What follows belongs to an exercise in optimizing a design on an open flow for small area, a short achievable clock period and few clock cycles per item; a production flow would make more cautious choices. The RTL was checked by simulation tests, not by an equivalence proof against the original design. Power figures rest on the tool's default switching activity, not on a simulated workload.

## flow/config.mk

```make
export PLATFORM = sky130hd
export DESIGN_NAME = char_waiter_matching_queue_unit
export DESIGN_NICKNAME = char_waiter_matching_queue_unit
export VERILOG_FILES = /design/flow/design.v
export SDC_FILE = /design/flow/constraint.sdc
export NUM_CORES = 4
export LEC_CHECK = 0
export CAP_MARGIN = 20
export CORE_MARGIN = 2
export CORE_UTILIZATION = 40
export SLEW_MARGIN = 20
```

## flow/constraint.sdc

```tcl
create_clock -name core_clock -period 8.0 [get_ports {i_clk}]
set_input_delay 1.6000 -clock core_clock [delete_from_list [all_inputs] [get_ports {i_clk}]]
set_output_delay 1.6000 -clock core_clock [all_outputs]
set_load 0.01 [all_outputs]
```

## flow/design.v

```verilog
`timescale 1ns / 1ps
package cwmq_pkg;
    localparam int RING_DEPTH_DEF  = 64;
    localparam int MAX_WAITERS_DEF = 8;
    localparam int CHAR_W    = 8;
    localparam int ID_W      = 32;
    localparam int STATUS_W  = 3;
    localparam int CHARS_W   = 6;
    localparam int WAITERS_W = 4;
    localparam logic [STATUS_W-1:0] ST_DELIVERED = 3'd0;
    localparam logic [STATUS_W-1:0] ST_QUEUED    = 3'd1;
    localparam logic [STATUS_W-1:0] ST_DROPPED   = 3'd2;
    localparam logic [STATUS_W-1:0] ST_WAITER    = 3'd3;
    localparam logic [STATUS_W-1:0] ST_DUPLICATE = 3'd4;
    localparam logic [STATUS_W-1:0] ST_FULL      = 3'd5;
    localparam logic [STATUS_W-1:0] ST_IGNORED   = 3'd6;
    localparam logic MODE_CHAR = 1'b0;
    localparam logic MODE_WAIT = 1'b1;
endpackage
`timescale 1ns / 1ps
import cwmq_pkg::*;
module cwmq_ring (
    input  logic               i_clk,
    input  logic               i_rst_n,
    input  logic               i_put,
    input  logic               i_take,
    input  logic [CHAR_W-1:0]  i_data,
    output logic               o_empty,
    output logic               o_full,
    output logic [CHARS_W-1:0] o_count,
    output logic [CHARS_W-1:0] o_count_inc,
    output logic [CHARS_W-1:0] o_count_dec,
    output logic [CHAR_W-1:0]  o_head
);
    logic [CHAR_W-1:0]  r_mem [64];
    logic [5:0]         r_rp, r_wp;
    logic [CHARS_W-1:0] r_count;
    always_ff @(posedge i_clk) begin
        if (!i_rst_n) begin
            r_rp    <= '0;
            r_wp    <= '0;
            r_count <= '0;
        end else begin
            if (i_put) r_wp <= r_wp + 1'b1;
            if (i_take) r_rp <= r_rp + 1'b1;
            if (i_put) r_count <= o_count_inc;
            else if (i_take) r_count <= o_count_dec;
        end
    end
    always_ff @(posedge i_clk) begin
        r_mem[r_wp] <= i_data;
    end
    assign o_empty     = (r_count == '0);
    assign o_full      = (r_count == 6'd63);
    assign o_count     = r_count;
    assign o_count_inc = r_count + 1'b1;
    assign o_count_dec = r_count - 1'b1;
    assign o_head      = r_mem[r_rp];
endmodule
`timescale 1ns / 1ps
import cwmq_pkg::*;
module char_waiter_matching_queue_unit (
    input  logic                 i_clk,
    input  logic                 i_rst_n,
    input  logic                 i_req_valid,
    output logic                 o_req_ready,
    input  logic                 i_req_mode,
    input  logic [CHAR_W-1:0]    i_req_char_value,
    input  logic [ID_W-1:0]      i_req_waiter_id,
    output logic                 o_rsp_valid,
    input  logic                 i_rsp_ready,
    output logic                 o_rsp_delivered,
    output logic [ID_W-1:0]      o_rsp_dest_client,
    output logic [CHAR_W-1:0]    o_rsp_char_out,
    output logic [STATUS_W-1:0]  o_rsp_status,
    output logic [CHARS_W-1:0]   o_rsp_chars_held,
    output logic [WAITERS_W-1:0] o_rsp_waiters_held
);
    localparam int NW = MAX_WAITERS_DEF;
    localparam int RW = ID_W + CHAR_W + STATUS_W + CHARS_W + WAITERS_W;
    logic              r_v1;
    logic              r_mode;
    logic [CHAR_W-1:0] r_cv;
    logic [ID_W-1:0]   r_id;
    logic          r_q0v, r_q1v;
    logic [RW-1:0] r_q0, r_q1;
    logic [ID_W-1:0] r_wmem [NW];
    logic [2:0]      r_whead, r_wtail;
    logic [3:0]      r_wcnt;
    logic w_go, w_ld;
    logic               w_put, w_take;
    logic               w_rempty, w_rfull;
    logic [CHARS_W-1:0] w_rcnt, w_rcnt_inc, w_rcnt_dec;
    logic [CHAR_W-1:0]  w_rhead;
    cwmq_ring u_ring (
        .i_clk      (i_clk),
        .i_rst_n    (i_rst_n),
        .i_put      (w_put),
        .i_take     (w_take),
        .i_data     (r_cv),
        .o_empty    (w_rempty),
        .o_full     (w_rfull),
        .o_count    (w_rcnt),
        .o_count_inc(w_rcnt_inc),
        .o_count_dec(w_rcnt_dec),
        .o_head     (w_rhead)
    );
    assign w_go        = r_v1 && !(r_q0v && r_q1v);
    assign w_ld        = !r_v1 || !(r_q0v && r_q1v);
    assign o_req_ready = w_ld;
    logic [NW-1:0] w_wvalid, w_hit;
    logic          w_dup, w_cnz, w_inz, w_wempty, w_wfull;
    always_comb begin
        for (int k = 0; k < NW; k++) begin
            w_wvalid[k] = (4'(3'(k - r_whead)) < r_wcnt);
            w_hit[k]    = w_wvalid[k] && (r_wmem[k] == r_id);
        end
    end
    assign w_dup    = |w_hit;
    assign w_cnz    = |r_cv;
    assign w_inz    = |r_id;
    assign w_wempty = (r_wcnt == 4'd0);
    assign w_wfull  = r_wcnt[3];
    logic [ID_W-1:0]      n_dest;
    logic [CHAR_W-1:0]    n_cout;
    logic [STATUS_W-1:0]  n_status;
    logic [CHARS_W-1:0]   n_chars;
    logic [WAITERS_W-1:0] n_waiters;
    logic                 w_wpop, w_wpush;
    always_comb begin
        w_put     = 1'b0;
        w_take    = 1'b0;
        w_wpop    = 1'b0;
        w_wpush   = 1'b0;
        n_dest    = '0;
        n_cout    = '0;
        n_status  = ST_IGNORED;
        n_chars   = w_rcnt;
        n_waiters = r_wcnt;
        if (r_mode == MODE_CHAR) begin
            if (!w_cnz) begin
                n_status = ST_IGNORED;
            end else if (!w_wempty) begin
                w_wpop    = w_go;
                n_dest    = r_wmem[r_whead];
                n_cout    = r_cv;
                n_status  = ST_DELIVERED;
                n_waiters = r_wcnt - 1'b1;
            end else if (w_rfull) begin
                n_status = ST_DROPPED;
            end else begin
                w_put    = w_go;
                n_status = ST_QUEUED;
                n_chars  = w_rcnt_inc;
            end
        end else if (!w_inz) begin
            n_status = ST_IGNORED;
        end else if (!w_rempty) begin
            w_take   = w_go;
            n_dest   = r_id;
            n_cout   = w_rhead;
            n_status = ST_DELIVERED;
            n_chars  = w_rcnt_dec;
        end else if (w_dup) begin
            n_status = ST_DUPLICATE;
        end else if (w_wfull) begin
            n_status = ST_FULL;
        end else begin
            w_wpush   = w_go;
            n_status  = ST_WAITER;
            n_waiters = r_wcnt + 1'b1;
        end
    end
    logic [RW-1:0] w_res;
    assign w_res = {n_dest, n_cout, n_status, n_chars, n_waiters};
    logic w_pop;
    assign w_pop = r_q0v && i_rsp_ready;
    always_ff @(posedge i_clk) begin
        if (!i_rst_n) begin
            r_v1    <= 1'b0;
            r_q0v   <= 1'b0;
            r_q1v   <= 1'b0;
            r_whead <= '0;
            r_wtail <= '0;
            r_wcnt  <= '0;
        end else begin
            if (w_ld) r_v1 <= i_req_valid;
            if (w_wpop) begin
                r_whead <= r_whead + 1'b1;
                r_wcnt  <= r_wcnt - 1'b1;
            end
            if (w_wpush) begin
                r_wtail <= r_wtail + 1'b1;
                r_wcnt  <= r_wcnt + 1'b1;
            end
            r_q0v <= r_q1v || w_go || (r_q0v && !i_rsp_ready);
            r_q1v <= (r_q1v && !i_rsp_ready) || (w_go && r_q0v && !(w_pop && !r_q1v));
        end
    end
    always_ff @(posedge i_clk) begin
        if (w_ld) begin
            r_mode <= i_req_mode;
            r_cv   <= i_req_char_value;
            r_id   <= i_req_waiter_id;
        end
    end
    always_ff @(posedge i_clk) begin
        if (!w_wfull) begin
            r_wmem[r_wtail] <= r_id;
        end
    end
    always_ff @(posedge i_clk) begin
        if (!r_q0v || i_rsp_ready) begin
            r_q0 <= r_q1v ? r_q1 : w_res;
        end
        if (!r_q1v || i_rsp_ready) begin
            r_q1 <= w_res;
        end
    end
    assign o_rsp_valid = r_q0v;
    assign {o_rsp_dest_client, o_rsp_char_out, o_rsp_status, o_rsp_chars_held,
            o_rsp_waiters_held} = r_q0;
    assign o_rsp_delivered = (r_q0[CHARS_W+WAITERS_W +: STATUS_W] == ST_DELIVERED);
endmodule
```

## flow/run.sh

```bash
#!/bin/bash
# synth_recipe.tcl (not shown) runs the flow's synth.tcl, then flattens the netlist and writes it again
# the make line also repeats each setting of config.mk as NAME=value (left out here)
make -C /OpenROAD-flow-scripts/flow DESIGN_CONFIG=/design/flow/config.mk WORK_HOME=/design/flow/orfs CLKGATE_MAP_FILE= SYNTH_SCRIPT=/design/flow/synth_recipe.tcl finish
```

==> summary.txt, run 1 <==
Logic synthesis
  – Simple logic cell fraction of the synthesized area: 0.04481
  – Synth top area share: 0.6814
  – Post-synthesis compound-gate area fraction: 0.01812
  – Yosys cell types: 55
  – Multiplexer area fraction after synthesis: 0.1532
  – Number of synthesized flops with an enable pin: 915
  – Synth Area in Adders: 0.007137
  – Flops & latches, synth: between 900 and 1000
  – Post-Syn Area: 40320 µm²
  – Ys flop type: edfxtp_1
  – Post-synthesis sequential area ratio: 0.7013
  – Synth Area in XOR/XNOR: 0.06082
  – Asr flop ratio synth: 0
  – Synth top area cells: edfxtp_1 68%, mux4_2 13%, xnor2_1 5.9%, dfxtp_1 2.0%, mux2_2 1.4%
  – Syn_nets: 2283
  – Syn Inst Count: 2215
  – Syn avg cell area: between 15 and 20 µm²
  – Largest area contributor in the netlist: edfxtp_1
  – YS warnings: 2
  – Main combinational cell family by area after synthesis: multiplexers

Detailed routing
  – Final WL: 110.4 mm
  – Routed WL per cell: around 30 µm
  – DR DRC count: 0
  – Vias/cell: ~5.8
  – Initial detailed-routing violation count: approximately 2500
  – Vias: approximately 21000
  – Routed Antenna Nets: 0
  – Drt pass-1 iters: 6

Critical path
  – CP Capture Type: flop
  – Reg-to-reg critical path endpoint: r_q0[21]$_DFFE_PN_
  – CP Capture Point: r_q0[21]$_DFFE_PN_
  – Critical Path Start: r_id[17]$_DFFE_PP_
  – Crit path max fanout: 40
  – Critical path type: reg2reg
  – Critical path's top delay family: simple AND/OR/NAND/NOR gates
  – Critical path data arrival time: roughly 4900 ps
  – R2R Path Start: r_id[17]$_DFFE_PP_
  – Worst Path Buf+Inv: 1
  – Worst-path cell chain: nor4_1 > nand4_1 > o21ai_1 > nor2_4 > buf_4 > nand2_1 > o21ai_0 > mux2_2
  – Critical Path RT: between 8000 and 9000 ps
  – R2R Setup Slk: about 3600 ps
  – Worst R2R Path Depth: 8
  – Levels on crit path: 8
  – Kind of start point of the critical path: flop
  – Slowest CP cell: edfxtp_1
  – Critical Path Max Stage Delay: 720 ps

Global route
  – First-pass GRT wire length: 158.4 mm
  – Total gr overflow: 0
  – Gr usage total: 0.2141
  – Largest net degree at the start of global routing: 96
  – Vias in the first global route: 21690
  – Antenna violations before repair: 1

Layout
  – ANT cells: 0
  – FF/Latch Area: about 28000 µm²
  – Area delta synth->final: 14.45%
  – Share of cells above drive strength 1: 0.2058
  – Filler cell count in the final layout: about 8400
  – Multi-input gate area: roughly 12000 µm²
  – Final net count: approximately 2400

Clock tree
  – Clock tree sinks: 955
  – Root Buffer: clkbuf_16
  – CTS H-Tree Depth: 3
  – CTS tree: done
  – Worst skew pair latency: between 600 and 700 ps
  – Cts bufs inserted: around 100
  – Reg clk slew, reported paths: 60 ps
  – CTS max path bufs: 3
  – Postcts setup bufs: 0
  – Cts hold-fix bufs: 0
  – PostCTS Resize Cnt: 0

Power
  – Pwr dens: 277.6 nW/µm²
  – Overall power: ~13 mW
  – VDD IR-drop max: between 0.15 and 0.2 mV
  – P_leak: approximately 14 nW

STA
  – Period utilization: 0.5561
  – Tightest Pin Transition: around 1200 ps
  – Fin. Hold Viols: 0
  – Slew HR: 0.1990
  – Final Skew: 23.20 ps
  – RSZ-0062 raised after global routing: false
  – Post-route setup TNS: 0 ps
  – Final setup violation count: 0
  – Max Slew Vio Count: 0
  – Post-layout minimum cycle time: roughly 4400 ps
  – F_max: 224.8 MHz

Die
  – Rows: 116
  – I/O pins: around 100
  – Starting Density: 0.4032
  – Core footprint: around 100000 µm²
  – Die width: between 300 and 400 µm
  – Die Ht: between 300 and 400 µm
  – Die area: roughly 100000 µm²

Place
  – Port buffer count: 100
  – Detail Placement HPWL: around 70 mm
  – GP Congestion: 0.9165

Status
  – Status: complete, no violations

Hold path
  – Worst min path class: reg2reg
  – Hold Startpoint: r_q1[4]$_DFFE_PN_

Run
  – Number of max-cap violations: 0
[Yosys cell counts (2+ instances only)]
master    instances
a211oi_1          3
a21o_1            4
a21oi_1          23
a22o_1            7
a31oi_1           3
and2_1            2
and3_1            6
buf_1            16
buf_2            11
buf_4             3
clkbuf_1        100
dfxtp_1          40
edfxtp_1        915
ha_1             23
inv_1            18
mux2_2           50
mux2i_1          39
mux4_2          232
nand2_1          69
nand2b_1          7
nand3_1          20
nand3b_1          7
nand4_1          75
nor2_1          120
nor3_1           16
nor4_1           27
o211a_1           2
o211ai_1          9
o21a_1            3
o21ai_0          47
o21ai_1           2
o22ai_1           2
o31ai_1           5
or3_1             7
or3b_2            3
or4_1             2
xnor2_1         270
xor2_1           10
[cell type report]
class / instances / area share
sequential: 955 / 0.6131
tap: 1298 / 0.03519
multi-input combinational: 1110 / 0.2502
clock buffer: 116 / 0.05645
inverter: 20 / 0.001627
clock inverter: 70 / 0.01475
timing repair buffer: 139 / 0.02871
[per-layer routing]
layer	vias to the layer above	track usage	part of all wire
li1	9041	-	-
met1	11320	0.2727	0.39
met2	783	0.3639	0.51
met3	201	0.03477	0.056
met4	2	0.09024	0.043
met5	-	0	0.00012
[cells by family after synthesis]
| family | after synthesis |
|---|---|
| compound gates | 119 |
| flops | 955 |
| buf+inv | 150 |
| mux | 321 |
| simple gates | 367 |
| fa+ha+maj | 23 |
| xor+xnor | 280 |
[how the worst min path moves through the flow]
stage / endpoint / slack, ps / cells past startpoint
6_report: r_q0[4]$_DFFE_PN_ / 520 / 2
5_1_grt: r_q0[4]$_DFFE_PN_ / 550 / 2
4_1_cts: r_q0[4]$_DFFE_PN_ / 530 / 2
3_5_place_dp: r_q0[4]$_DFFE_PN_ / 510 / 2
3_3_place_gp: r_q0[4]$_DFFE_PN_ / 510 / 2
2_1_floorplan: flop / 480 / 2
[flip-flops by register name (all words and copies together), names as in the netlist, named ones only]
signal / flops
u_ring.r_count: 6
r_mode: 1
r_v1: 1
r_q0: 53
r_q1v: 1
r_wmem: 256
r_wtail: 3
r_q0v: 1
u_ring.r_mem: 512
r_wcnt: 4
r_id: 32
r_q1: 53
r_cv: 8
u_ring.r_wp: 6
u_ring.r_rp: 6
r_whead: 3
[cells in the final DEF (no fill, tap or decap), types with 27 or more instances in the layout]
master / count
edfxtp_1: 915
xnor2_1: 270
mux4_2: 232
nor2_1: 112
clkbuf_16: 102
clkdlybuf4s50_1: 100
nand4_1: 75
nand2_1: 69
mux2_2: 50
o21ai_0: 47
mux2i_1: 39
dfxtp_1: 34
buf_4: 33
clkinv_1: 27
[stage by stage]
stage,util,cells,cell area (µm²),hold WS [ps],worst slack [ps]
global route,0.4615,3708,46150,552.0,3502
finish,0.4615,3708,46150,521.8,3551
floorplan,-,2215,40320,484.7,3732
detailed placement,0.4284,3521,42840,514.2,3673
CTS,0.4613,3707,46130,530.1,3675
global placement,0.4280,3517,42800,512.9,3753
[power by group]
part / total [mW] / internal, mW / switching [mW]
Combinational: 1.89 / 0.870 / 1.02
Sequential: 6.24 / 5.95 / 0.289
Clock: 4.68 / 2.70 / 1.98
[worst register-to-register path: cells and delay by family (launching register included)]
family | cells | cell delay [ps]
AND/OR/NAND/NOR | 4 | 1500
AO/OA/AOI/OAI | 2 | 1160
flip-flops | 1 | 720
multiplexers | 1 | 460
buffers and inverters | 1 | 360
Testbench counts, summed over its fixed seeds: cycles 4,816, items 4,800.
==> run 2: changes to the inputs <==
--- a/flow/design.v
+++ b/flow/design.v
@@ -84,2 +84,5 @@
     logic [ID_W-1:0]   r_id;
+    logic              r_cnz, r_inz;
+    logic [MAX_WAITERS_DEF-1:0] r_match;
+    logic              r_ready;
     logic          r_q0v, r_q1v;
@@ -108,4 +111,12 @@
     assign w_go        = r_v1 && !(r_q0v && r_q1v);
-    assign w_ld        = !r_v1 || !(r_q0v && r_q1v);
-    assign o_req_ready = w_ld;
+    assign w_ld        = r_ready;
+    assign o_req_ready = r_ready;
+    logic [NW-1:0] w_cmatch;
+    logic          w_same;
+    assign w_same = (i_req_waiter_id == r_id);
+    always_comb begin
+        for (int k = 0; k < NW; k++) begin
+            w_cmatch[k] = ((3'(k) == r_wtail) && !w_wfull) ? w_same : (r_wmem[k] == i_req_waiter_id);
+        end
+    end
     logic [NW-1:0] w_wvalid, w_hit;
@@ -115,3 +126,3 @@
             w_wvalid[k] = (4'(3'(k - r_whead)) < r_wcnt);
-            w_hit[k]    = w_wvalid[k] && (r_wmem[k] == r_id);
+            w_hit[k]    = w_wvalid[k] && r_match[k];
         end
@@ -119,4 +130,4 @@
     assign w_dup    = |w_hit;
-    assign w_cnz    = |r_cv;
-    assign w_inz    = |r_id;
+    assign w_cnz    = r_cnz;
+    assign w_inz    = r_inz;
     assign w_wempty = (r_wcnt == 4'd0);
@@ -175,4 +186,7 @@
     assign w_res = {n_dest, n_cout, n_status, n_chars, n_waiters};
-    logic w_pop;
-    assign w_pop = r_q0v && i_rsp_ready;
+    logic w_pop, w_q0v_n, w_q1v_n, w_v1_n;
+    assign w_pop   = r_q0v && i_rsp_ready;
+    assign w_q0v_n = r_q1v || w_go || (r_q0v && !i_rsp_ready);
+    assign w_q1v_n = (r_q1v && !i_rsp_ready) || (w_go && r_q0v && !(w_pop && !r_q1v));
+    assign w_v1_n  = w_ld ? i_req_valid : r_v1;
     always_ff @(posedge i_clk) begin
@@ -182,2 +196,3 @@
             r_q1v   <= 1'b0;
+            r_ready <= 1'b1;
             r_whead <= '0;
@@ -195,4 +210,5 @@
             end
-            r_q0v <= r_q1v || w_go || (r_q0v && !i_rsp_ready);
-            r_q1v <= (r_q1v && !i_rsp_ready) || (w_go && r_q0v && !(w_pop && !r_q1v));
+            r_q0v   <= w_q0v_n;
+            r_q1v   <= w_q1v_n;
+            r_ready <= !w_v1_n || !(w_q0v_n && w_q1v_n);
         end
@@ -204,2 +220,5 @@
             r_id   <= i_req_waiter_id;
+            r_cnz  <= |i_req_char_value;
+            r_inz  <= |i_req_waiter_id;
+            r_match <= w_cmatch;
         end
@@ -211,5 +230,8 @@
     end
+    logic r_q0d;
     always_ff @(posedge i_clk) begin
         if (!r_q0v || i_rsp_ready) begin
-            r_q0 <= r_q1v ? r_q1 : w_res;
+            r_q0  <= r_q1v ? r_q1 : w_res;
+            r_q0d <= r_q1v ? (r_q1[CHARS_W+WAITERS_W +: STATUS_W] == ST_DELIVERED)
+                           : (n_status == ST_DELIVERED);
         end
@@ -222,3 +244,3 @@
             o_rsp_waiters_held} = r_q0;
-    assign o_rsp_delivered = (r_q0[CHARS_W+WAITERS_W +: STATUS_W] == ST_DELIVERED);
+    assign o_rsp_delivered = r_q0d;
 endmodule
--- a/flow/config.mk
+++ b/flow/config.mk
@@ -10,2 +10,3 @@
 export CORE_UTILIZATION = 40
+export SETUP_SLACK_MARGIN = 5
 export SLEW_MARGIN = 20
==> run 2 against run 1 <==
Non-clock buffer count rose by 23; die area grew 2.1%; via count increased by 7.0%; first-iteration DRC count is 2.5% higher; critical path depth shrank 1; clock skew rose by 14 ps; still clean; largest cell class unchanged; utilization is 0.67 points higher; register-to-register slack better by 1500 ps; fmax rose by 48%; largest power group unchanged.
==> summary.txt, run 2 <==
Power
  – Clock power frac: 0.405 (was 0.365)
  – P_leak: 15.19 nW (was 14.16 nW)
  – Sequential power share: 0.504 (was 0.487)
  – Internal Power: 8.958 mW (was 9.517 mW)
  – Pwr dens: 246.2 nW/µm² (was 277.6 nW/µm²)
  – Net Sw Frac: 0.2372 (was 0.2572)
  – VDD IR-drop max: 0.1522 mV (was 0.1962 mV)
  – Comb pwr share: 0.091 (was 0.148)
  – Net Sw Power: 2.785 mW (was 3.295 mW)

Critical path
  – Critical path's top delay family: simple AND/OR/NAND/NOR gates (unchanged)
  – Worst Path Buf+Inv: 1 (unchanged)
  – Critical Path RT: 8500 ps (was 8430 ps)
  – Critical Path Max Stage Delay: 470 ps (was 720 ps)
  – Critical path type: in2reg (was reg2reg)
  – Worst-path cell chain: clkdlybuf4s15_2 > xor2_1 > nor4_2 > nand4_1 > nor2_1 > nand3_1 > o21ai_0 (was nor4_1 > nand4_1 > o21ai_1 > nor2_4 > buf_4 > nand2_1 > o21ai_0 > mux2_2)
  – Critical path data arrival time: 3510 ps (was 4880 ps)
  – CP Capture Type: flop (unchanged)
  – Slowest CP cell: nor4_2 (was edfxtp_1)
  – Kind of start point of the critical path: input pin (was flop)
  – Crit path max fanout: 11 (was 40)

STA
  – Fin. Hold Viols: 0 (unchanged)
  – RSZ-0062 raised after global routing: true (was false)
  – Period utilization: 0.3765 (was 0.5561)
  – Post-route setup TNS: 0 ps (unchanged)
  – Max Slew Vio Count: 0 (unchanged)
  – Slew HR: 0.3018 (was 0.1990)
  – Final setup violation count: 0 (unchanged)
  – PnR worst setup slack: 4988 ps (was 3551 ps)
  – Final Skew: 36.75 ps (was 23.20 ps)
  – Post-layout minimum cycle time: 3012 ps (was 4449 ps)
  – Tightest Pin Transition: 1047 ps (was 1189 ps)
  – F_max: 332.0 MHz (was 224.8 MHz)

Global route
  – First-pass GRT wire length: 167.7 mm (was 158.4 mm)
  – Antenna violations before repair: 4 (was 1)
  – Largest net degree at the start of global routing: 66 (was 96)
  – Total gr overflow: 0 (unchanged)
  – Gr usage total: 0.2187 (was 0.2141)
  – Vias in the first global route: 22740 (was 21690)

Layout
  – Share of cells above drive strength 1: 0.2127 (was 0.2058)
  – Area delta synth->final: 15.84% (was 14.45%)
  – Commonest non-fill, non-tap cell in the layout: edfxtp_1 (unchanged)
  – Multi-input gate area: 12220 µm² (was 11550 µm²)
  – Most frequent cells in the layout: 926 x edfxtp_1, 194 x mux4_2, 169 x xnor2_1 (was 915 x edfxtp_1, 270 x xnor2_1, 232 x mux4_2)
  – Final net count: 2589 (was 2395)
  – Largest register FFs: 512 (unchanged)
  – Top flop regs: u_ring.r_mem (512), r_wmem (256) (unchanged)
  – Register with the most flip-flops: u_ring.r_mem (unchanged)
  – Filler cell count in the final layout: 8718 (was 8398)
  – Final Core Density: 0.4682 (was 0.4615)
  – FF/Latch Area: 28650 µm² (was 28290 µm²)

Logic synthesis
  – Flops & latches, synth: 967 (was 955)
  – YS warnings: 2 (unchanged)
  – Asr flop ratio synth: 0 (unchanged)
  – Post-Syn Area: 41180 µm² (was 40320 µm²)
  – Syn_nets: 2455 (was 2283)
  – Post-synthesis sequential area ratio: 0.6951 (was 0.7013)
  – Syn avg cell area: 17.29 µm² (was 18.20 µm²)
  – Largest area contributor in the netlist: edfxtp_1 (unchanged)
  – Count leader, synth: edfxtp_1 (unchanged)
  – Ys flop type: edfxtp_1 (unchanged)
  – Synth top area share: 0.6752 (was 0.6814)
  – Number of synthesized flops with an enable pin: 926 (was 915)
  – Synth top area cells: edfxtp_1 68%, mux4_2 11%, xnor2_1 3.7%, xor2_1 2.9%, dfxtp_1 2.0% (was edfxtp_1 68%, mux4_2 13%, xnor2_1 5.9%, dfxtp_1 2.0%, mux2_2 1.4%)
  – Yosys cell types: 62 (was 55)
  – Synth cell count leaders: 926 x edfxtp_1, 194 x mux4_2, 175 x xnor2_1 (was 915 x edfxtp_1, 270 x xnor2_1, 232 x mux4_2)
  – Syn Inst Count: 2382 (was 2215)

Die
  – Core footprint: 101900 µm² (was 100000 µm²)
  – Rows: 117 (was 116)
  – Starting Density: 0.4042 (was 0.4032)
  – I/O pins: 101 (unchanged)
  – Die area: 105500 µm² (was 103400 µm²)
  – Die Ht: 324.9 µm (was 321.5 µm)
  – Die width: 324.9 µm (was 321.5 µm)

Detailed routing
  – Vias/cell: 5.749 (was 5.756)
  – Routed WL per cell: 29.57 µm (was 29.77 µm)
  – Routed Antenna Nets: 0 (unchanged)
  – DR DRC count: 0 (unchanged)
  – Vias: 22850 (was 21340)
  – Final WL: 117.5 mm (was 110.4 mm)
  – Initial detailed-routing violation count: 2522 (was 2461)
  – Drt pass-1 iters: 6 (unchanged)

Clock tree
  – CTS tree: done (unchanged)
  – Cts bufs inserted: 103 (was 101)
  – CTS max path bufs: 3 (unchanged)
  – Reg clk slew, reported paths: 60 ps (about the same)
  – Clock tree sinks: 967 (was 955)
  – Cts hold-fix bufs: 0 (unchanged)
  – Worst skew pair latency: 700 ps (was 690 ps)
  – Root Buffer: clkbuf_16 (unchanged)
  – CTS H-Tree Depth: 3 (unchanged)

Place
  – Setup WS pre-CTS: 3527 ps (was 3673 ps)
  – Detail Placement HPWL: 75.46 mm (was 71.04 mm)
  – Port buffer count: 100 (unchanged)
  – GP Congestion: 0.9655 (was 0.9165)

Status
  – Status: complete, no violations (unchanged)

Run
  – Number of max-cap violations: 0 (unchanged)

Hold path
  – Worst min path class: reg2reg (unchanged)
run 2: logic make-up (layout without fill, tap and decap cells):
family                     Yosys count  after routing  synth area share
DFF                                967            967            0.6951
and+or+nand+nor                    406            406           0.04891
xor gates and xnor gates           312            312           0.06635
muxes                              287            287            0.1302
AOI/OAI and AO/OA                  223            223           0.03448
buffers and inverters              159            382           0.01644
adders and majority gates           28             28          0.008507
other                                0              1                 0
run 2: area by class of cell:
type                       instances  area share
sequential                       967      0.6006
timing repair buffer             162     0.03451
antenna                            1  0.00005245
tap                             1368     0.03588
clock buffer                     123     0.05691
clock inverter                    71     0.01395
inverter                          26    0.002046
multi-input combinational       1256      0.2561
run 2: power by group through the flow:
| stage | clock [mW] | combinational (mW) | sequential [mW] |
|---|---|---|---|
| final | 4.76 | 1.06 | 5.92 |
| after global placement | 0 | 1.05 | 6.03 |
| after floorplan | 0 | 0.548 | 6.03 |
| after global routing | 5.03 | 1.13 | 5.94 |
| after CTS | 4.84 | 1.05 | 5.92 |
| after detailed placement | 0 | 1.05 | 6.04 |
run 2: worst paths after layout:
| kind | cells after the start | slack (ps) | endpoint | startpoint |
|---|---|---|---|---|
| max | 7 | 4990 | r_match[7]$_DFFE_PP_ | i_req_waiter_id[26] |
| min | 2 | 520 | flop | u_ring.r_rp[1]$_SDFFE_PN0P_ |
| max reg2reg | 7 | 5090 | r_q0[13]$_DFFE_PN_ | flop |
| min reg2reg | 2 | 520 | flop | u_ring.r_rp[1]$_SDFFE_PN0P_ |
run 2: what timing repair did:
| action | CTS | global route |
|---|---|---|
| hold endpoints to repair | 0 | 0 |
| resized for setup | 194 | 52 |
| pin swaps | 1 | 5 |
| gates cloned | 1 | 2 |
| endpoints found under the setup margin | 175 | 58 |
| buffers inserted | 9 | 16 |
run 2: stage by stage:
step	power, mW	instances	area, µm²	hold slack, ps
global route	12.10	3973	47700	550.2
CTS	11.81	3954	47410	523.4
detailed placement	7.087	3750	43680	515.0
global placement	7.072	3750	43680	489.5
finish	11.74	3974	47710	522.2
floorplan	6.578	2382	41240	480.3
run 2: per-layer routing:
metal  vias up  track usage  share of wire
li1       9683            -              -
met1     12060       0.3146           0.43
met2       934       0.3422           0.47
met3       164      0.04122          0.075
met4         8      0.05918          0.024
met5         -            0        0.00054
run 2: worst reg2reg max path, cell delays in order (launching register included):
cell and delay, ps:
dfxtp_2 630, nor2b_2 430, buf_4 390, a22oi_1 160, a21oi_1 530, nor4_2 80, o21ai_0 350, mux2_2 240
Testbench counts of run 2, summed over its fixed seeds: cycles 4,816, items 4,800.
==> run 3: changes to the inputs <==
--- a/flow/config.mk
+++ b/flow/config.mk
@@ -7,5 +7,6 @@
 export LEC_CHECK = 0
+export ABC_CLOCK_PERIOD_IN_PS = 2000
 export CAP_MARGIN = 20
 export CORE_MARGIN = 2
-export CORE_UTILIZATION = 40
+export CORE_UTILIZATION = 50
 export SETUP_SLACK_MARGIN = 5
==> run 3 against run 2 <==
Die area is 20% lower; clock power is essentially flat; clock-buffer cell count increased by 5; critical path type unchanged; via count increased by 1.2%; largest power group unchanged; sequential cell count unchanged.
==> summary.txt, run 3 <==
Hold path
  – Worst min path class: reg2reg (unchanged)
  – WHS Path Cells: 2 (unchanged)

Power
  – Overall power: 11.78 mW (was 11.74 mW)
  – P_leak: 15.30 nW (was 15.19 nW)
  – VDD IR-drop max: 0.1668 mV (was 0.1522 mV)
  – Pwr dens: 248.0 nW/µm² (was 246.2 nW/µm²)

Logic synthesis
  – YS warnings: 2 (unchanged)
  – Synth top area share: 0.6752 (unchanged)
  – Post-synthesis sequential area ratio: 0.6951 (unchanged)
  – Number of synthesized flops with an enable pin: 926 (unchanged)
  – Largest area contributor in the netlist: edfxtp_1 (unchanged)
  – Flops & latches, synth: 967 (unchanged)
  – Asr flop ratio synth: 0 (unchanged)
  – Synth top area cells: edfxtp_1 68%, mux4_2 11%, xnor2_1 3.7%, xor2_1 2.9%, dfxtp_1 2.0% (unchanged)
  – Syn_nets: 2455 (unchanged)
  – Yosys cell types: 62 (unchanged)
  – Post-Syn Area: 41180 µm² (unchanged)
  – Syn avg cell area: 17.29 µm² (unchanged)
  – Synth cell count leaders: 926 x edfxtp_1, 194 x mux4_2, 175 x xnor2_1 (unchanged)
  – Syn Inst Count: 2382 (unchanged)
  – Count leader, synth: edfxtp_1 (unchanged)
  – Ys flop type: edfxtp_1 (unchanged)

Critical path
  – Worst R2R Path Depth: 8 (was 7)
  – Kind of start point of the critical path: input pin (unchanged)
  – CP Capture Type: flop (unchanged)
  – Crit path max fanout: 11 (unchanged)
  – Critical path data arrival time: 3580 ps (was 3510 ps)
  – Critical path type: in2reg (unchanged)
  – Critical Path RT: 8530 ps (was 8500 ps)

Run
  – Number of max-cap violations: 0 (unchanged)

Detailed routing
  – Routed WL per cell: 32.34 µm (was 29.57 µm)
  – Initial detailed-routing violation count: 2611 (was 2522)
  – Drt pass-1 iters: 5 (was 6)
  – Routed Antenna Nets: 0 (unchanged)
  – Vias/cell: 6.284 (was 5.749)
  – Final WL: 118.9 mm (was 117.5 mm)
  – Vias: 23110 (was 22850)
  – DR DRC count: 0 (unchanged)

Clock tree
  – Worst skew pair latency: 690 ps (was 700 ps)
  – CTS max path bufs: 3 (unchanged)
  – CTS tree: done (unchanged)
  – Cts bufs inserted: 101 (was 103)
  – Reg clk slew, reported paths: 60 ps (about the same)
  – Root Buffer: clkbuf_16 (unchanged)
  – CTS H-Tree Depth: 3 (unchanged)
  – Cts hold-fix bufs: 0 (unchanged)
  – Clock tree sinks: 967 (unchanged)

STA
  – Final Skew: 45.01 ps (was 36.75 ps)
  – Final setup violation count: 0 (unchanged)
  – Period utilization: 0.3823 (was 0.3765)
  – F_max: 326.9 MHz (was 332.0 MHz)
  – Tightest Pin Transition: 1148 ps (was 1047 ps)
  – Post-layout minimum cycle time: 3059 ps (was 3012 ps)
  – RSZ-0062 raised after global routing: true (unchanged)
  – Max Slew Vio Count: 0 (unchanged)
  – Post-route setup TNS: 0 ps (unchanged)
  – Slew HR: 0.2311 (was 0.3018)
  – PnR worst setup slack: 4941 ps (was 4988 ps)
  – Fin. Hold Viols: 0 (unchanged)

Layout
  – Final Core Density: 0.5805 (was 0.4682)
  – Largest register FFs: 512 (unchanged)
  – Share of cells above drive strength 1: 0.2230 (was 0.2127)
  – Top flop regs: u_ring.r_mem (512), r_wmem (256) (unchanged)
  – Commonest non-fill, non-tap cell in the layout: edfxtp_1 (unchanged)
  – Post-route cell area: 47520 µm² (was 47710 µm²)
  – Area delta synth->final: 15.37% (was 15.84%)
  – Final net count: 2591 (was 2589)
  – Most frequent cells in the layout: 926 x edfxtp_1, 194 x mux4_2, 172 x xnor2_1 (was 926 x edfxtp_1, 194 x mux4_2, 169 x xnor2_1)
  – Register with the most flip-flops: u_ring.r_mem (unchanged)

Global route
  – GR Util met2: 0.3961 (was 0.3422)
  – Gr usage total: 0.2799 (was 0.2187)
  – Met1 GRT Util: 0.4196 (was 0.3146)
  – First-pass GRT wire length: 168.5 mm (was 167.7 mm)
  – Antenna violations before repair: 6 (was 4)
  – Most Crowded Layer GR: met1 (was met2)
  – Largest net degree at the start of global routing: 66 (unchanged)
  – Met3 GRT Util: 0.09857 (was 0.04122)
  – Total gr overflow: 0 (unchanged)
  – Vias in the first global route: 22810 (was 22740)

Die
  – I/O pins: 101 (unchanged)
  – Rows: 105 (was 117)
  – Starting Density: 0.5032 (was 0.4042)
  – Die width: 291 µm (was 324.9 µm)
  – Die Ht: 291 µm (was 324.9 µm)
  – Core footprint: 81850 µm² (was 101900 µm²)
  – Die area: 84680 µm² (was 105500 µm²)

Place
  – Port buffer count: 100 (unchanged)
  – Setup WS pre-CTS: 3449 ps (was 3527 ps)
  – GP Congestion: 1.023 (was 0.9655)
  – Detail Placement HPWL: 76.10 mm (was 75.46 mm)
  – Placed cell area: 43320 µm² (was 43680 µm²)

Status
  – Status: complete, no violations (unchanged)
==> run 3: worst max-delay path, stage by stage <==
cell	delay, ps
clkdlybuf4s15_2	520
xor2_1	310
nor4_1	340
nand4_1	240
nor4_1	330
a22o_1	220
==> run 3: path summary, 6_finish.rpt <==
check        slack, ps                        start                    to
max reg2reg       5060                         flop    r_q0[13]$_DFFE_PN_
min                510  u_ring.r_rp[1]$_SDFFE_PN0P_                  flop
min reg2reg        510  u_ring.r_rp[1]$_SDFFE_PN0P_                  flop
max               4940           i_req_waiter_id[1]  r_match[3]$_DFFE_PP_
==> run 3: routing by layer <==
metal	wire [µm]	vias to the layer above
met4	1995	10
met5	171	-
met1	51800	12110
met3	13890	149
met2	51050	1157
li1	-	9682
==> run 3: layout make-up <==
type | count | area (µm²)
antenna | 2 | 5.005
clock buffer | 128 | 2776
clock inverter | 62 | 641.9
fill | 6186 | 34330
inverter | 26 | 101.3
multi-input combinational | 1257 | 12320
sequential | 967 | 28650
tap | 1070 | 1339
timing repair buffer | 165 | 1684
==> run 3: cell families (layout without fill, tap and decap cells) <==
group                      after synthesis  after routing  synth area share
DFF                                    967            967            0.6951
buffers and inverters                  159            381           0.01644
and+or+nand+nor                        406            407           0.04891
other                                    0              2                 0
AOI/OAI and AO/OA                      223            223           0.03448
muxes                                  287            287            0.1302
adders and majority gates               28             28          0.008507
xor gates and xnor gates               312            312           0.06635
==> run 3: timing repair <==
item / 4_1_cts / 5_1_grt
resized for setup: 209 / 55
pin swaps: 3 / 12
buffers inserted: 12 / 14
hold endpoints to repair: 0 / 0
setup endpoints to repair: 135 / 43
gates cloned: 3 / 3
==> run 3: where the power goes <==
part | internal, mW | leakage, nW | total (mW) | switching [mW]
combinational | 0.415 | 4.53 | 1.07 | 0.658
sequential | 5.79 | 9.10 | 5.92 | 0.127
clock | 2.76 | 1.67 | 4.79 | 2.03
total | 8.97 | 15.3 | 11.8 | 2.81
==> run 3: through the flow <==
stage	hold slack (ps)	instances
6_report	514.5	3677
5_1_grt	545.4	3675
4_1_cts	507.6	3658
3_5_place_dp	496.4	3453
3_3_place_gp	491.8	3453
2_1_floorplan	480.3	2382
==> run 4: changes to the inputs <==
--- a/flow/config.mk
+++ b/flow/config.mk
@@ -7,6 +7,7 @@
 export LEC_CHECK = 0
-export ABC_CLOCK_PERIOD_IN_PS = 2000
 export CAP_MARGIN = 20
 export CORE_MARGIN = 2
-export CORE_UTILIZATION = 50
+export CORE_UTILIZATION = 40
+export CTS_BUF_LIST = sky130_fd_sc_hd__clkbuf_4 sky130_fd_sc_hd__clkbuf_8
+export CTS_CLUSTER_SIZE = 30
 export SETUP_SLACK_MARGIN = 5
==> run 4 against run 3 <==
Sequential power about the same; critical endpoint is now r_match[7]$_DFFE_PP_; synthesized area unchanged; synthesized cell count unchanged.
==> summary.txt, run 4 <==
Status
  – Status: complete, no violations (unchanged)

Clock tree
  – Cts bufs inserted: 161 (was 101)
  – CTS H-Tree Depth: 4 (was 3)
  – CTS max path bufs: 3 (unchanged)
  – Reg clk slew, reported paths: 70 ps (was 60 ps)
  – CTS tree: done (unchanged)
  – Cts hold-fix bufs: 0 (unchanged)
  – Root Buffer: clkbuf_8 (was clkbuf_16)
  – Worst skew pair latency: 840 ps (was 690 ps)
  – Clock tree sinks: 967 (unchanged)

Critical path
  – Reg-to-reg critical path endpoint: r_q0[13]$_DFFE_PN_ (unchanged)
  – Critical Path Max Stage Delay: 460 ps (was 520 ps)
  – Critical path type: in2reg (unchanged)
  – Critical path's top delay family: buffers and inverters (was simple AND/OR/NAND/NOR gates)
  – CP Capture Type: flop (unchanged)
  – Slowest CP cell: clkdlybuf4s50_1 (was clkdlybuf4s15_2)
  – Worst-path cell chain: clkdlybuf4s50_1 > buf_4 > xor2_1 > nor4_1 > nand4_1 > buf_4 > nor2_1 > nand3_1 > o21ai_0 (was clkdlybuf4s15_2 > xor2_1 > nor4_1 > nand4_1 > nor4_1 > a22o_1)
  – Critical path data arrival time: 3700 ps (was 3580 ps)
  – Worst Path Buf+Inv: 3 (was 1)
  – Crit path max fanout: 11 (unchanged)
  – Kind of start point of the critical path: input pin (unchanged)
  – Worst R2R Path Depth: 8 (unchanged)
  – Cell mode on critical path: buf_4 (was nor4_1)
  – Critical Path RT: 8660 ps (was 8530 ps)
  – R2R Setup Slk: 5050 ps (was 5060 ps)

STA
  – Period utilization: 0.3804 (was 0.3823)
  – PnR worst setup slack: 4957 ps (was 4941 ps)
  – Tightest Pin Transition: 1053 ps (was 1148 ps)
  – Fin. Hold Viols: 0 (unchanged)
  – Final Skew: 44.66 ps (was 45.01 ps)
  – Max Slew Vio Count: 0 (unchanged)
  – F_max: 328.6 MHz (was 326.9 MHz)
  – Final setup violation count: 0 (unchanged)
  – RSZ-0062 raised after global routing: true (unchanged)
  – Post-layout minimum cycle time: 3043 ps (was 3059 ps)
  – Post-route setup TNS: 0 ps (unchanged)
  – Slew HR: 0.2983 (was 0.2311)

Logic synthesis
  – Flops & latches, synth: 967 (unchanged)
  – Count leader, synth: edfxtp_1 (unchanged)
  – Synth cell count leaders: 926 x edfxtp_1, 194 x mux4_2, 175 x xnor2_1 (unchanged)
  – Yosys cell types: 62 (unchanged)
  – Syn_nets: 2455 (unchanged)
  – Synth top area share: 0.6752 (unchanged)
  – Syn Inst Count: 2382 (unchanged)
  – Syn avg cell area: 17.29 µm² (unchanged)
  – Number of synthesized flops with an enable pin: 926 (unchanged)
  – Post-Syn Area: 41180 µm² (unchanged)
  – Ys flop type: edfxtp_1 (unchanged)
  – Asr flop ratio synth: 0 (unchanged)
  – Largest area contributor in the netlist: edfxtp_1 (unchanged)
  – Synth top area cells: edfxtp_1 68%, mux4_2 11%, xnor2_1 3.7%, xor2_1 2.9%, dfxtp_1 2.0% (unchanged)
  – Post-synthesis sequential area ratio: 0.6951 (unchanged)
  – YS warnings: 2 (unchanged)

Place
  – GP Congestion: 0.9655 (was 1.023)
  – Detail Placement HPWL: 75.46 mm (was 76.10 mm)
  – Setup WS pre-CTS: 3527 ps (was 3449 ps)
  – Placed cell area: 43680 µm² (was 43320 µm²)
  – Port buffer count: 100 (unchanged)

Detailed routing
  – Initial detailed-routing violation count: 2595 (was 2611)
  – Vias/cell: 5.734 (was 6.284)
  – Vias: 23310 (was 23110)
  – DR DRC count: 0 (unchanged)
  – Routed WL per cell: 29.26 µm (was 32.34 µm)
  – Drt pass-1 iters: 5 (unchanged)
  – Final WL: 118.9 mm (about the same)
  – Routed Antenna Nets: 0 (unchanged)

Global route
  – Largest net degree at the start of global routing: 66 (unchanged)
  – Antenna violations before repair: 3 (was 6)
  – Gr usage total: 0.2226 (was 0.2799)
  – Total gr overflow: 0 (unchanged)
  – First-pass GRT wire length: 169.9 mm (was 168.5 mm)
  – Vias in the first global route: 23140 (was 22810)

Layout
  – Share of cells above drive strength 1: 0.2522 (was 0.2230)
  – Register with the most flip-flops: u_ring.r_mem (unchanged)
  – Area delta synth->final: 14.32% (was 15.37%)
  – Top flop regs: u_ring.r_mem (512), r_wmem (256) (unchanged)
  – Largest register FFs: 512 (unchanged)
  – Commonest non-fill, non-tap cell in the layout: edfxtp_1 (unchanged)
  – Most frequent cells in the layout: 926 x edfxtp_1, 194 x mux4_2, 171 x xnor2_1, 171 x clkbuf_8, 136 x xor2_1 (was 926 x edfxtp_1, 194 x mux4_2, 172 x xnor2_1)
  – Final net count: 2642 (was 2591)
  – Post-route cell area: 47080 µm² (was 47520 µm²)

Power
  – Pwr dens: 239.0 nW/µm² (was 248.0 nW/µm²)
  – VDD IR-drop max: 0.1254 mV (was 0.1668 mV)
  – P_leak: 15.10 nW (was 15.30 nW)

Die
  – Starting Density: 0.4042 (was 0.5032)
  – Rows: 117 (was 105)
  – Die area: 105500 µm² (was 84680 µm²)
  – I/O pins: 101 (unchanged)
  – Die width: 324.9 µm (was 291 µm)
  – Core footprint: 101900 µm² (was 81850 µm²)
  – Die Ht: 324.9 µm (was 291 µm)

Hold path
  – WHS Path Cells: 2 (unchanged)
  – Worst min path class: reg2reg (unchanged)
  – Hold path endpoint: u_ring.r_rp[1]$_SDFFE_PN0P_
  – Hold Startpoint: u_ring.r_rp[1]$_SDFFE_PN0P_ (unchanged)

Run
  – Number of max-cap violations: 0 (unchanged)
[run 4: logic make-up after synthesis]
kind of cell,after synthesis,synth area share
flip-flops,967,0.6951
XOR/XNOR,312,0.06635
AND/OR/NAND/NOR,406,0.04891
multiplexers,287,0.1302
adder cells (fa/ha/maj),28,0.008507
buffers and inverters,159,0.01644
AO/OA/AOI/OAI,223,0.03448
[run 4: power by group]
group          switching [mW]  internal [mW]  total [mW]
Sequential              0.124           5.80        5.92
Combinational           0.653          0.390        1.04
Clock                    2.01           2.28        4.29
Total                    2.79           8.46        11.3
[run 4: per-layer routing]
| metal | up-vias | GRT usage | routed length (µm) |
|---|---|---|---|
| met5 | - | 0 | 28 |
| met4 | 4 | 0.06149 | 2457 |
| met3 | 163 | 0.04403 | 8897 |
| met2 | 1059 | 0.3455 | 55710 |
| met1 | 12290 | 0.3206 | 51840 |
| li1 | 9796 | - | - |
[run 4: timing repair]
action / 4_1_cts / 5_1_grt
gates resized for setup: 315 / 48
gates cloned: 2 / 1
setup buffers: 7 / 13
pin swaps: 2 / 2
setup endpoints to repair: 147 / 82
[run 4: worst min-delay path, cell delays in order (launching register included)]
cell     delay (ps)
dfxtp_1         320
o21ai_0          70
a21oi_1          80
[run 4: how the worst max path moves through the flow]
stage	start	end	slack [ps]	cells past startpoint
after floorplan	r_wcnt[3]$_SDFFE_PN0P_	r_wmem[2][0]$_DFFE_PP_	4600	3
after global placement	i_req_waiter_id[23]	r_match[2]$_DFFE_PP_	3550	6
after detailed placement	i_req_waiter_id[23]	r_match[0]$_DFFE_PP_	3530	6
after CTS	r_q0[33]$_DFFE_PN_	o_rsp_dest_client[12]	4910	1
after global routing	flop	r_q0[16]$_DFFE_PN_	4900	7
final	i_req_waiter_id[14]	r_match[7]$_DFFE_PP_	4960	9
[run 4: through the flow]
step	utilization	power [mW]	cells	hold slack, ps
finish	0.4621	11.25	4065	528.9
global route	0.4621	11.63	4065	559.2
detailed placement	0.4287	7.087	3750	515.0
CTS	0.4603	11.34	4049	533.1
global placement	0.4287	7.072	3750	489.5
floorplan	-	6.578	2382	480.3
[run 4: layout make-up]
cell class	instances	area [µm²]
Inverter	26	97.59
Fill cell	8799	54810
Timing Repair Buffer	157	1363
Antenna cell	1	2.502
Tap cell	1368	1712
Multi-Input combinational cell	1256	12140
Clock inverter	75	429.2
Clock buffer	215	2684
Sequential cell	967	28650
==> run 5: changes to the inputs <==
==> flow/flow/run.sh (new file) <==
#!/bin/bash
# Standard layout, with timing repair aiming for a setup slack of 5.5 ns
# at the design's 8 ns clock. All make and tool output goes to flow_make.log;
# ORFS keeps each step's own log under orfs/logs/.
set -euo pipefail
bash standard.sh SETUP_SLACK_MARGIN=5.5 finish > flow_make.log 2>&1
==> flow/standard.sh (new file) <==
#!/bin/bash
# synth_recipe.tcl (not shown) runs the flow's synth.tcl, then flattens the netlist and writes it again
# the make line also repeats each setting of config.mk as NAME=value (left out here)
make -C /OpenROAD-flow-scripts/flow DESIGN_CONFIG=/design/flow/config.mk WORK_HOME=/design/flow/orfs CLKGATE_MAP_FILE= SYNTH_SCRIPT=/design/flow/synth_recipe.tcl "${@:-finish}"
--- a/flow/config.mk
+++ b/flow/config.mk
@@ -12,3 +12,2 @@
 export CTS_CLUSTER_SIZE = 30
-export SETUP_SLACK_MARGIN = 5
 export SLEW_MARGIN = 20
removed: flow/run.sh
==> run 5 against run 4 <==
Still clean; via count up 2.8%; utilization up 2.5 points; die area unchanged; power up 3.2%; register-to-register slack better by 50 ps; setup slack better by 57 ps; critical path depth down 8; critical endpoint is now o_req_ready; largest cell class unchanged; largest power group unchanged.
==> summary.txt, run 5 <==
Clock tree
  – Cts bufs inserted: 161 (unchanged)
  – Worst skew pair latency: 850 ps (was 840 ps)
  – Root Buffer: clkbuf_8 (unchanged)
  – Reg clk slew, reported paths: 60 ps (was 70 ps)
  – Clock tree sinks: 967 (unchanged)
  – CTS max path bufs: 3 (unchanged)
  – CTS H-Tree Depth: 4 (unchanged)
  – CTS tree: done (unchanged)

Hold path
  – Hold path endpoint: r_q0[11]$_DFFE_PN_ (was u_ring.r_rp[1]$_SDFFE_PN0P_)
  – WHS Path Cells: 2 (unchanged)
  – Worst min path class: reg2reg (unchanged)
  – Hold Startpoint: r_q1[11]$_DFFE_PP_ (was u_ring.r_rp[1]$_SDFFE_PN0P_)

STA
  – Final Skew: 45.12 ps (was 44.66 ps)
  – Hold WS: 546.4 ps (was 528.9 ps)
  – Fin. Hold Viols: 0 (unchanged)
  – Post-layout minimum cycle time: 2986 ps (was 3043 ps)
  – Final setup violation count: 0 (unchanged)
  – Period utilization: 0.3733 (was 0.3804)
  – Post-route setup TNS: 0 ps (unchanged)
  – Slew HR: 0.3394 (was 0.2983)
  – RSZ-0062 raised after global routing: true (unchanged)
  – Max Slew Vio Count: 0 (unchanged)
  – Tightest Pin Transition: 987.2 ps (was 1053 ps)
  – PnR worst setup slack: 5014 ps (was 4957 ps)
  – F_max: 334.8 MHz (was 328.6 MHz)

Logic synthesis
  – Yosys cell types: 62 (unchanged)
  – Syn avg cell area: 17.29 µm² (unchanged)
  – Synth top area cells: edfxtp_1 68%, mux4_2 11%, xnor2_1 3.7%, xor2_1 2.9%, dfxtp_1 2.0% (unchanged)
  – Asr flop ratio synth: 0 (unchanged)
  – Largest area contributor in the netlist: edfxtp_1 (unchanged)
  – Synth top area share: 0.6752 (unchanged)
  – Post-Syn Area: 41180 µm² (unchanged)
  – Syn Inst Count: 2382 (unchanged)
  – Count leader, synth: edfxtp_1 (unchanged)
  – Flops & latches, synth: 967 (unchanged)
  – Ys flop type: edfxtp_1 (unchanged)
  – Number of synthesized flops with an enable pin: 926 (unchanged)
  – Syn_nets: 2455 (unchanged)
  – Synth cell count leaders: 926 x edfxtp_1, 194 x mux4_2, 175 x xnor2_1 (unchanged)
  – Post-synthesis sequential area ratio: 0.6951 (unchanged)
  – YS warnings: 2 (unchanged)

Detailed routing
  – Wire length on met1: 53.09 mm (was 51.84 mm)
  – Highest routed metal layer: met5 (unchanged)
  – Routed WL per cell: 29.86 µm (was 29.26 µm)
  – DR DRC count: 0 (unchanged)
  – Vias: 23950 (was 23310)
  – DR WL met2: 58.13 mm (was 55.71 mm)
  – Vias/cell: 5.732 (was 5.734)
  – Final WL: 124.8 mm (was 118.9 mm)
  – Drt pass-1 iters: 7 (was 5)
  – Initial detailed-routing violation count: 2724 (was 2595)
  – Routed Antenna Nets: 0 (unchanged)
  – Detailed route wirelength on metal3: 9.830 mm (was 8.897 mm)

Die
  – Die Ht: 324.9 µm (unchanged)
  – I/O pins: 101 (unchanged)
  – Die area: 105500 µm² (unchanged)
  – Core footprint: 101900 µm² (unchanged)
  – Rows: 117 (unchanged)
  – Die width: 324.9 µm (unchanged)
  – Starting Density: 0.4042 (unchanged)

Layout
  – Top flop regs: u_ring.r_mem (512), r_wmem (256) (unchanged)
  – FF/Latch Area: 28660 µm² (was 28650 µm²)
  – Multi-input gate area: 13200 µm² (was 12140 µm²)
  – Cell Count, Final, Fillers Out: 4179 (was 4065)
  – Final net count: 2760 (was 2642)
  – Most frequent cells in the layout: 926 x edfxtp_1, 194 x mux4_2, 171 x xnor2_1 (was 926 x edfxtp_1, 194 x mux4_2, 171 x xnor2_1, 171 x clkbuf_8, 136 x xor2_1)
  – Area delta synth->final: 20.60% (was 14.32%)
  – Register with the most flip-flops: u_ring.r_mem (unchanged)
  – Filler cell count in the final layout: 8617 (was 8799)
  – Largest register FFs: 512 (unchanged)
  – Share of cells above drive strength 1: 0.3490 (was 0.2522)
  – Commonest non-fill, non-tap cell in the layout: edfxtp_1 (unchanged)

Critical path
  – Worst R2R Path Depth: 9 (was 8)
  – Critical path data arrival time: 1390 ps (was 3700 ps)
  – Worst Path Buf+Inv: 1 (was 3)
  – Reg-to-reg critical path endpoint: r_q0[20]$_DFFE_PN_ (was r_q0[13]$_DFFE_PN_)
  – CP Capture Type: output pin (was flop)
  – Slowest CP cell: dfxtp_4 (was clkdlybuf4s50_1)
  – Critical path's top delay family: flip-flops (was buffers and inverters)
  – Crit path max fanout: 2 (was 11)
  – Kind of start point of the critical path: flop (was input pin)
  – Critical Path Max Stage Delay: 430 ps (was 460 ps)
  – Worst-path cell chain: buf_6 (was clkdlybuf4s50_1 > buf_4 > xor2_1 > nor4_1 > nand4_1 > buf_4 > nor2_1 > nand3_1 > o21ai_0)
  – R2R Setup Slk: 5100 ps (was 5050 ps)
  – Critical Path RT: 6400 ps (was 8660 ps)
  – Critical path type: reg2out (was in2reg)

Place
  – Setup WS pre-CTS: 3428 ps (was 3527 ps)
  – GP Congestion: 0.9545 (was 0.9655)
  – Placed Cells: 3751 (was 3750)
  – Detail Placement HPWL: 75.44 mm (was 75.46 mm)
  – Port buffer count: 100 (unchanged)

Power
  – P_leak: 16.11 nW (was 15.10 nW)
  – VDD IR-drop max: 0.1415 mV (was 0.1254 mV)
  – Overall power: 11.61 mW (was 11.25 mW)
  – Pwr dens: 233.8 nW/µm² (was 239.0 nW/µm²)

Global route
  – Vias in the first global route: 24290 (was 23140)
  – First-pass GRT wire length: 177.2 mm (was 169.9 mm)
  – Largest net degree at the start of global routing: 66 (unchanged)
  – Total gr overflow: 0 (unchanged)
  – Antenna violations before repair: 5 (was 3)
  – Gr usage total: 0.2324 (was 0.2226)

Run
  – Number of max-cap violations: 0 (unchanged)

Status
  – Status: complete, no violations (unchanged)
==> run 5: layer usage <==
layer | up-vias | track usage
li1 | 10040 | -
met5 | - | 0
met3 | 206 | 0.04903
met2 | 1138 | 0.3604
met4 | 4 | 0.07468
met1 | 12560 | 0.3288
==> run 5: through the flow <==
| step | instance area, µm² | utilization |
|---|---|---|
| after global routing | 49670 | 0.4875 |
| after global placement | 43740 | 0.4293 |
| final | 49670 | 0.4875 |
| after floorplan | 41560 | - |
| after CTS | 48780 | 0.4788 |
| after detailed placement | 43740 | 0.4293 |
==> run 5: timing repair <==
| item | CTS | global route |
|---|---|---|
| cloned | 19 | 2 |
| setup endpoints to repair | 310 | 252 |
| gates resized for setup | 586 | 160 |
| pin swaps | 53 | 53 |
| hold buffers | 0 | 0 |
| setup buffers | 80 | 40 |
==> run 5: how the worst max path moves through the flow <==
stage                      startpoint                      to  slack (ps)  cells past startpoint
6_report           r_ready$_SDFF_PN1_             o_req_ready        5010                      1
5_1_grt            r_ready$_SDFF_PN1_             o_req_ready        4910                      1
4_1_cts            r_ready$_SDFF_PN1_             o_req_ready        4920                      1
3_5_place_dp      i_req_waiter_id[17]    r_match[5]$_DFFE_PP_        3430                      6
3_3_place_gp      i_req_waiter_id[17]    r_match[5]$_DFFE_PP_        3450                      6
2_1_floorplan  r_wcnt[3]$_SDFFE_PN0P_  r_wmem[2][0]$_DFFE_PP_        4600                      3
==> run 5: logic make-up after synthesis <==
group           share of synthesized area
flops                              0.6951
simple gates                      0.04891
xor+xnor                          0.06635
mux                                0.1302
compound gates                    0.03448
buf+inv                           0.01644
fa+ha+maj                        0.008507
==> run 5: area by class of cell <==
cell class,instances,share of cell area
flip-flops and latches,967,0.5771
multi-input cells,1260,0.2658
repair buffers,271,0.05550
clock buffers,211,0.05268
well taps,1368,0.03446
clock inverters,73,0.01204
inverters,26,0.002292
diodes,3,0.0001511
==> run 5: tightest hold or removal path, stage by stage, from the launching register on <==
cell	delay, ps
edfxtp_1	340
nand2_1	60
nand2_1	50
==> run 5: where the power goes <==
| group | leakage (nW) | switching (mW) | internal (mW) |
|---|---|---|---|
| registers | 9.10 | 0.117 | 5.79 |
| clock network | 1.70 | 2.06 | 2.36 |
| logic | 5.31 | 0.750 | 0.531 |
| total | 16.1 | 2.93 | 8.68 |
==> run 6: changes to the inputs <==
--- a/flow/design.v
+++ b/flow/design.v
@@ -35,3 +35,4 @@
     logic [CHAR_W-1:0]  r_mem [64];
-    logic [5:0]         r_rp, r_wp;
+    logic [5:0]         r_rp, r_wp, r_rp1;
+    logic [CHAR_W-1:0]  r_head;
     logic [CHARS_W-1:0] r_count;
@@ -40,2 +41,3 @@
             r_rp    <= '0;
+            r_rp1   <= 6'd1;
             r_wp    <= '0;
@@ -44,3 +46,6 @@
             if (i_put) r_wp <= r_wp + 1'b1;
-            if (i_take) r_rp <= r_rp + 1'b1;
+            if (i_take) begin
+                r_rp  <= r_rp1;
+                r_rp1 <= r_rp1 + 1'b1;
+            end
             if (i_put) r_count <= o_count_inc;
@@ -51,2 +56,9 @@
         r_mem[r_wp] <= i_data;
+    end
+    always_ff @(posedge i_clk) begin
+        if (i_take) begin
+            r_head <= r_mem[r_rp1];
+        end else if (o_empty) begin
+            r_head <= i_data;
+        end
     end
@@ -57,3 +69,3 @@
     assign o_count_dec = r_count - 1'b1;
-    assign o_head      = r_mem[r_rp];
+    assign o_head      = r_head;
 endmodule
@@ -92,2 +104,3 @@
     logic [3:0]      r_wcnt;
+    logic [NW-1:0]   r_wvalid;
     logic w_go, w_ld;
@@ -123,8 +136,4 @@
     logic          w_dup, w_cnz, w_inz, w_wempty, w_wfull;
-    always_comb begin
-        for (int k = 0; k < NW; k++) begin
-            w_wvalid[k] = (4'(3'(k - r_whead)) < r_wcnt);
-            w_hit[k]    = w_wvalid[k] && r_match[k];
-        end
-    end
+    assign w_wvalid = r_wvalid;
+    assign w_hit    = w_wvalid & r_match;
     assign w_dup    = |w_hit;
@@ -200,2 +209,3 @@
             r_wcnt  <= '0;
+            r_wvalid <= '0;
         end else begin
@@ -205,2 +215,3 @@
                 r_wcnt  <= r_wcnt - 1'b1;
+                r_wvalid[r_whead] <= 1'b0;
             end
@@ -209,2 +220,3 @@
                 r_wcnt  <= r_wcnt + 1'b1;
+                r_wvalid[r_wtail] <= 1'b1;
             end
@@ -232,3 +244,6 @@
     always_ff @(posedge i_clk) begin
-        if (!r_q0v || i_rsp_ready) begin
+        if (!i_rst_n) begin
+            r_q0  <= '0;
+            r_q0d <= 1'b0;
+        end else if (!r_q0v || i_rsp_ready) begin
             r_q0  <= r_q1v ? r_q1 : w_res;
--- a/flow/config.mk
+++ b/flow/config.mk
@@ -10,4 +10,4 @@
 export CORE_UTILIZATION = 40
-export CTS_BUF_LIST = sky130_fd_sc_hd__clkbuf_4 sky130_fd_sc_hd__clkbuf_8
-export CTS_CLUSTER_SIZE = 30
+export CTS_CLUSTER_DIAMETER = 100
+export CTS_CLUSTER_SIZE = 24
 export SLEW_MARGIN = 20
==> run 6 against run 5 <==
Still clean; register-to-register slack improved by 160 ps; utilization fell by 2.2 points; cell count is 0.89% lower; first-iteration DRC count increased by 22%.
==> summary.txt, run 6 <==
Die
  – Die Ht: 328.7 µm (was 324.9 µm)
  – I/O pins: 101 (unchanged)
  – Die area: 108100 µm² (was 105500 µm²)
  – Core footprint: 105000 µm² (was 101900 µm²)
  – Rows: 119 (was 117)
  – Die width: 328.7 µm (was 324.9 µm)
  – Starting Density: 0.4018 (was 0.4042)

Global route
  – Antenna violations before repair: 8 (was 5)
  – Vias in the first global route: 23830 (was 24290)
  – First-pass GRT wire length: 181.2 mm (was 177.2 mm)
  – Total gr overflow: 0 (unchanged)

Detailed routing
  – Vias: 24590 (was 23950)
  – Final WL: 127.7 mm (was 124.8 mm)
  – DR DRC count: 0 (unchanged)
  – Vias/cell: 5.937 (was 5.732)
  – Initial detailed-routing violation count: 3314 (was 2724)
  – Routed WL per cell: 30.83 µm (was 29.86 µm)

Power
  – Overall power: 10.40 mW (was 11.61 mW)
  – P_leak: 15.71 nW (was 16.11 nW)
  – Sequential power share: 0.579 (was 0.509)
  – Clock power frac: 0.273 (was 0.381)
  – Net Sw Frac: 0.2617 (was 0.2523)
  – VDD IR-drop max: 0.2219 mV (was 0.1415 mV)
  – Comb pwr share: 0.148 (was 0.110)

Layout
  – Area delta synth->final: 15.78% (was 20.60%)
  – Final Core Density: 0.4652 (was 0.4875)
  – Register with the most flip-flops: u_ring.r_mem (unchanged)
  – Final net count: 2791 (was 2760)
  – Largest register FFs: 512 (unchanged)
  – Top flop regs: u_ring.r_mem (512), r_wmem (256) (unchanged)
  – Commonest non-fill, non-tap cell in the layout: edfxtp_1 (unchanged)
  – Most frequent cells in the layout: 880 x edfxtp_1, 189 x mux4_2, 142 x nand2_1 (was 926 x edfxtp_1, 194 x mux4_2, 171 x xnor2_1)

STA
  – Tightest Pin Transition: 1059 ps (was 987.2 ps)
  – Max Slew Vio Count: 0 (unchanged)
  – Period utilization: 0.3460 (was 0.3733)
  – Fin. Hold Viols: 0 (unchanged)
  – Post-route setup TNS: 0 ps (unchanged)
  – Hold WS: 465.9 ps (was 546.4 ps)
  – F_max: 361.3 MHz (was 334.8 MHz)

Critical path
  – Critical path's top delay family: flip-flops (unchanged)
  – Worst-path cell chain: buf_6 (unchanged)
  – Critical path data arrival time: 1170 ps (was 1390 ps)
  – Critical Path Max Stage Delay: 380 ps (was 430 ps)
  – Kind of start point of the critical path: flop (unchanged)
  – CP Capture Type: output pin (unchanged)
  – Critical Path RT: 6400 ps (about the same)
  – Worst Path Buf+Inv: 1 (unchanged)
  – Slowest CP cell: dfxtp_4 (unchanged)

Logic synthesis
  – Yosys cell types: 73 (was 62)
  – Number of synthesized flops with an enable pin: 880 (was 926)
  – Syn avg cell area: 16.21 µm² (was 17.29 µm²)
  – Asr flop ratio synth: 0 (unchanged)
  – Post-Syn Area: 42180 µm² (was 41180 µm²)
  – Largest area contributor in the netlist: edfxtp_1 (unchanged)
  – Synth top area cells: edfxtp_1 63%, mux4_2 10%, dfxtp_1 4.9%, xnor2_1 3.5%, xor2_1 3.0% (was edfxtp_1 68%, mux4_2 11%, xnor2_1 3.7%, xor2_1 2.9%, dfxtp_1 2.0%)
  – Post-synthesis sequential area ratio: 0.6754 (was 0.6951)
  – Synth cell count leaders: 880 x edfxtp_1, 189 x mux4_2, 167 x xnor2_1 (was 926 x edfxtp_1, 194 x mux4_2, 175 x xnor2_1)
  – Count leader, synth: edfxtp_1 (unchanged)
  – Syn Inst Count: 2602 (was 2382)
  – Flops & latches, synth: 983 (was 967)

Place
  – Detail Placement HPWL: 81.15 mm (was 75.44 mm)
  – GP Congestion: 0.9575 (was 0.9545)
  – Port buffer count: 100 (unchanged)

Status
  – Status: complete, no violations (unchanged)

Clock tree
  – CTS max path bufs: 3 (unchanged)
  – Root Buffer: clkbuf_16 (was clkbuf_8)
  – CTS H-Tree Depth: 2 (was 4)
  – Clock tree sinks: 983 (was 967)
  – CTS tree: done (unchanged)
  – Cts bufs inserted: 49 (was 161)

Hold path
  – Worst min path class: reg2reg (unchanged)
-- run 6: cell count changes in the layout (fill, tap and decap cells not counted), moves of 44 or more --
cell       previous run  this run
clkbuf_4             60         2
clkbuf_8            166         1
clkbuf_16             1        50
nand2_1              82       142
dfxtp_2               4        55
nand3_1              13        69
buf_2                63         1
edfxtp_1            926       880
a22oi_2              44         0
mux2i_1              42        86
buf_6                32        83
-- run 6: power by group through the flow --
stage / clock, mW / combinational (mW) / sequential (mW)
final: 2.84 / 1.54 / 6.03
after global routing: 3.05 / 1.62 / 6.05
after CTS: 2.90 / 1.46 / 6.02
after detailed placement: 0 / 1.27 / 6.13
after global placement: 0 / 1.26 / 6.13
after floorplan: 0 / 0.775 / 6.09
-- run 6: kinds of logic (layout without fill, tap and decap cells) --
kind of cell / count (synthesis) / count (layout) / synth area share
AOI/OAI and AO/OA: 240 / 240 / 0.04008
xor gates and xnor gates: 312 / 312 / 0.06479
adders and majority gates: 21 / 21 / 0.006230
buffers and inverters: 176 / 322 / 0.01854
DFF: 983 / 983 / 0.6754
muxes: 292 / 292 / 0.1255
other: 0 / 1 / 0
and+or+nand+nor: 578 / 580 / 0.06948
-- run 6: stage by stage --
step / cells / worst slack (ps) / cell area [µm²]
after floorplan: 2602 / 5087 / 42820
after global placement: 3969 / 3429 / 44770
after detailed placement: 3969 / 3404 / 44780
after CTS: 4114 / 5187 / 48170
after global routing: 4141 / 5194 / 48830
final: 4142 / 5232 / 48830
-- run 6: worst min-delay path, stage by stage (launching register included) --
cell	delay [ps]
dfxtp_2	330
nand2_1	50
a21boi_1	50
-- run 6: final cells by class --
type	count	area, µm²
Fill cell	8852	56140
Antenna cell	1	2.502
Tap cell	1391	1740
Sequential cell	983	28600
Timing Repair Buffer	232	2680
Inverter	14	52.55
Clock buffer	67	1294
Multi-Input combinational cell	1445	14330
Clock inverter	9	133.9
-- run 6: final timing paths --
check,start,end,cells after the start
setup / recovery,r_q0[18]$_SDFFE_PN0N_,o_rsp_char_out[5],1
hold / removal,r_q0[5]$_SDFFE_PN0N_,r_q0[5]$_SDFFE_PN0N_,2
setup reg to reg,flop,u_ring.r_head[0]$_DFFE_PP_,9
hold reg to reg,r_q0[5]$_SDFFE_PN0N_,r_q0[5]$_SDFFE_PN0N_,2
-- run 6: layer usage --
layer	track usage	vias to the layer above	routed length (µm)
met5	0	-	67
met4	0.05340	12	2949
met3	0.04137	154	10140
met2	0.3541	1097	57690
met1	0.3533	12990	56870
li1	-	10340	-
-- run 6: timing repair --
item | CTS | global route
resized for setup | 713 | 99
gates cloned | 11 | 1
setup endpoints to repair | 240 | 287
pin swaps | 42 | 45
buffers inserted | 58 | 26
Testbench counts of run 6, summed over its fixed seeds: cycles 4,816, items 4,800.

[port drivers added, routing unchanged]
In the flow no input, the clock included, has a driving cell. The finished layouts below were timed again as built, in two steps.
Step 1: set_driving_cell puts a clkbuf_16 on i_clk and a buf_2 on each other input, an assumption about the parent block.
Step 2 also shifts input and output timing later by t, the mid clock arrival at the registers, as if the neighbouring blocks saw the same clock.
Slacks: ideal / step 1 / step 2; pairs: ideal / step 1.
run | t (ns) | slack for setup (ns)
run 1 | 0.748 | 3.551 / 3.551 / 3.551
run 2 | 0.744 | 4.988 / 4.975 / 4.246
run 3 | 0.739 | 4.941 / 4.924 / 4.185
run 4 | 0.879 | 4.957 / 4.919 / 4.113
run 5 | 0.903 | 5.014 / 4.947 / 4.590
run 6 | 0.719 | 5.232 / 5.168 / 4.715
After both steps every run listed still meets setup and hold.
